This is an optimization exercise on Yosys and OpenROAD, whose aim is a short achievable clock period and few clock cycles, not a production implementation. Function was checked by simulation only, so behaviour that the tests miss may differ from the original.

==> flow/design.v (excerpt) <==
module viper (
   input  logic        clock,
   input  logic        reset,
   output logic        wb_cyc_o,
   output logic        wb_stb_o,
   output logic        wb_we_o,
   output logic [19:0] wb_adr_o,
   output logic [31:0] wb_dat_o,
   input  logic        wb_ack_i,
   input  logic [31:0] wb_dat_i
);
   localparam logic [1:0] ph_fetch   = 2'd0;
   localparam logic [1:0] ph_operand = 2'd1;
   localparam logic [1:0] ph_store   = 2'd2;
   logic        rst_q;
   logic [31:0] r0, r1, r2, r3;
   logic        stb_q;
   logic [1:0]  phase;
   logic [19:0] adr_q;
   logic        we_q;
   logic [31:0] dat_q;
   logic [19:0] pc8lo;
   logic        pc8wrap;      
   logic        ex_v;
   logic        ex_cmp;       
   logic        ex_or;        
   logic [2:0]  ex_cf;        
   logic        ex_push;
   logic [3:0]  ex_wen;
   logic [31:0] xa, xb;       
   logic        xc;
   logic [31:0] xs, xon;      
   logic [31:0] res_q;
   logic [3:0]  wq;           
   logic        wq_push;      
   logic        lt_q, eq_q;
   logic        o_jump;       
   logic        o_inv;        
   logic        o_slow;       
   logic [19:0] o_base;       
   logic [1:0]  o_src;
   logic        o_addsub;
   logic        calc1;        
   logic        calc2;        
   logic        cj;           
   logic [19:0] cb, co;       
   logic        cc;
   logic        stb_i;        
   logic        ack;
   assign ack = wb_ack_i & stb_i;
   logic [31:0] rv0, rv1, rv2, rv3;
   logic        flag_v;
   logic        cmp_base;
   assign rv0 = wq[0] ? res_q : r0;
   assign rv1 = wq[1] ? res_q : r1;
   assign rv2 = wq_push ? r3 : (wq[2] ? res_q : r2);
   assign rv3 = wq[3] ? res_q : r3;
   logic [3:0]  ftab;         
   logic [3:0]  ftab_cmp;
   assign flag_v = ftab[{lt_q, eq_q}];
   always_comb
   begin
      for (int i = 0; i < 4; i++)
      begin
         case (ex_cf)
            3'd0:    cmp_base = i[1];
            3'd1:    cmp_base = !i[1];
            3'd2:    cmp_base = i[0];
            3'd3:    cmp_base = !i[0];
  ...
For scale: ~3300 cells after synthesis, roughly 90 I/O pins.
Settings: LEC_CHECK=0, CAP_MARGIN=20, CORE_MARGIN=2, CORE_UTILIZATION=40, SETUP_SLACK_MARGIN=4.0, SLEW_MARGIN=20, SYNTH_HIERARCHICAL=1; clock period 6.0 ns.
run.sh (not shown) runs the stock make flow with config.mk's settings and CLKGATE_MAP_FILE= SYNTH_SCRIPT=/design/flow/synth_recipe.tcl, a recipe that flattens the netlist after the stock synthesis.
Testbench counts at the start, summed over its fixed seeds: cycles 95,128.
Next try:
--- a/flow/design.v
+++ b/flow/design.v
@@ -160,18 +160,34 @@
    input  logic [W-1:0] e,
    input  logic         sa,
    input  logic         sb,
    input  logic         sc,
    input  logic         se,
    output logic [W-1:0] y
 );
    assign y = ({W{sa}} & a) | ({W{sb}} & b) | ({W{sc}} & c) | ({W{se}} & e);
 endmodule
+module pick2 #(parameter int W = 1) (
+   input  logic [W-1:0] a,
+   input  logic [W-1:0] b,
+   input  logic         sb,
+   output logic [W-1:0] y
+);
+   assign y = sb ? b : a;
+endmodule
+module fsel (
+   input  logic [3:0] t,
+   input  logic       lt,
+   input  logic       eq,
+   output logic       y
+);
+   assign y = (eq & t[1]) | (lt & t[2]) | (!lt & !eq & t[0]);
+endmodule
 module viper (
    input  logic        clock,
    input  logic        reset,
    output logic        wb_cyc_o,
    output logic        wb_stb_o,
    output logic        wb_we_o,
    output logic [19:0] wb_adr_o,
    output logic [31:0] wb_dat_o,
    input  logic        wb_ack_i,
@@ -219,19 +235,19 @@
    logic [31:0] rv0, rv1, rv2, rv3;
    logic        flag_v;
    logic        cmp_base;
    assign rv0 = wq[0] ? res_q : r0;
    assign rv1 = wq[1] ? res_q : r1;
    assign rv2 = wq_push ? r3 : (wq[2] ? res_q : r2);
    assign rv3 = wq[3] ? res_q : r3;
    logic [3:0]  ftab;         
    logic [3:0]  ftab_cmp;
-   assign flag_v = ftab[{lt_q, eq_q}];
+   fsel flag_sel (.t(ftab), .lt(lt_q), .eq(eq_q), .y(flag_v));
    always_comb
    begin
       for (int i = 0; i < 4; i++)
       begin
          case (ex_cf)
             3'd0:    cmp_base = i[1];
             3'd1:    cmp_base = !i[1];
             3'd2:    cmp_base = i[0];
             3'd3:    cmp_base = !i[0];
@@ -316,22 +332,32 @@
             2'd2:    calc_adr = {kr_c ? kr_hi1 : kr_hi0, kr_lo};
             default: calc_adr = {k3_c ? k3_hi1 : k3_hi0, k3_lo};
          endcase
    end
    logic        ack_f;
    logic [19:0] adr_idle, adr_os, adr_d;
    assign ack_f    = ack && (phase == ph_fetch);
    assign adr_idle = calc2 ? calc_adr : adr_q;
    assign adr_os   = (phase == ph_operand) ? nxt_oper : rv3[19:0];
-   pick4 #(.W(20)) pick_adr (.a(adr_idle), .b(tail), .c(pc8lo), .e(adr_os),
-                             .sa(!rst_q && !ack), .sb(!rst_q && ack_f && d_sel_tail),
-                             .sc(!rst_q && ack_f && !d_sel_tail), .se(!rst_q && ack && !ack_f),
-                             .y(adr_d));
+   logic        d_sel_tail2;
+   logic        u_store, u_needop, u_mem, u_cmp_ok, u_push_ok, u_addsub, u_inv, u_jump, u_jslow, u_slow;
+   logic [3:0]  u_wen;
+   idec dec_a (.w(d[28:19]), .flag(flag_v), .store(u_store), .needop(u_needop), .mem(u_mem),
+               .cmp_ok(u_cmp_ok), .push_ok(u_push_ok), .addsub(u_addsub), .inv(u_inv),
+               .jump(u_jump), .jslow(u_jslow), .slow(u_slow), .sel_tail(d_sel_tail2), .wen(u_wen));
+   pick4 #(.W(10)) pick_adr_lo (.a(adr_idle[9:0]), .b(tail[9:0]), .c(pc8lo[9:0]), .e(adr_os[9:0]),
+                                .sa(!rst_q && !ack), .sb(!rst_q && ack_f && d_sel_tail),
+                                .sc(!rst_q && ack_f && !d_sel_tail), .se(!rst_q && ack && !ack_f),
+                                .y(adr_d[9:0]));
+   pick4 #(.W(10)) pick_adr_hi (.a(adr_idle[19:10]), .b(tail[19:10]), .c(pc8lo[19:10]), .e(adr_os[19:10]),
+                                .sa(!rst_q && !ack), .sb(!rst_q && ack_f && d_sel_tail2),
+                                .sc(!rst_q && ack_f && !d_sel_tail2), .se(!rst_q && ack && !ack_f),
+                                .y(adr_d[19:10]));
    logic [31:0] res;
    logic        res_co;
    logic [31:0] dif;
    logic        dif_co;
    ks_add #(.W(32)) alu_add (.a(xa), .b(xb), .cin(xc), .s(res), .cout(res_co));
    ks_add #(.W(32)) cmp_sub (.a(xs), .b(xon), .cin(1'b1), .s(dif), .cout(dif_co));
    always_ff @(posedge clock or posedge reset)
    begin
       if (reset)
@@ -468,26 +494,28 @@
       else
       begin
          xs  <= rvs_o;
          xa  <= o_addsub ? rvs_o : 32'd0;
          xb  <= o_inv ? ~d : d;
          xc  <= o_inv;
          xon <= ~d;
       end
    end
+   logic [31:0] dat_d;
+   pick2 #(.W(32)) pick_dat (.a(dat_q), .b(srcv), .sb(ack && (phase == ph_fetch) && d_store), .y(dat_d));
+   always_ff @(posedge clock)
+      dat_q <= dat_d;
    always_ff @(posedge clock)
    begin
       if (ack)
       begin
          if (phase == ph_fetch)
          begin
-            if (d_store)
-               dat_q <= srcv;
             ex_cmp  <= d_cmp_ok;
             ex_or   <= d_func[3];
             ex_cf   <= d_func[2:0];
             ex_push <= d_push_ok;
             ex_wen  <= d_wen;
             o_src   <= d_src;
             o_addsub <= d_addsub;
             o_jump  <= d_jump;
             o_inv   <= d_inv;
What happened:
- The changed run went through all stages and came out clean
- cell area came out higher by 1.0%
- synthesized cell count stays flat
- critical path depth is unchanged
- setup slack improves by 79 ps
- hold slack improves by 54 ps
- fmax came out higher by 3.4%
Testbench counts after the change, summed over its fixed seeds: cycles 95,128.

## afterwards: timing with drivers on the ports
How much do the figures lean on ideal ports? The routed layouts below were timed once more, with nothing changed but the port constraints. Step 1, drivers: a clkbuf_16 drives clock and a buf_2 each remaining input, both assumed. Step 2 also shifts input and output timing later by t, the mid clock arrival at the registers, as if the neighbouring blocks saw the same clock. a / b / c = no drivers / after step 1 / after step 2; a / b = the first two.
| run | t, ns | setup slack, ns | latest minus earliest clock arrival (ns) | worst slew at a driven data input, ns | pins driven straight from the clock port |
|---|---|---|---|---|---|
| the first run | 0.692 | 3.579 / 3.513 / 3.011 | 0.057 / 0.057 | 0.14 | 1 |
| the second run | 0.693 | 3.658 / 3.589 / 2.943 | 0.032 / 0.032 | 0.23 | 1 |
After both steps every run listed still meets setup and hold. For the second run, which loses most, drivers alone change the setup slack by -0.069 ns; drivers and shift together by -0.715 ns.
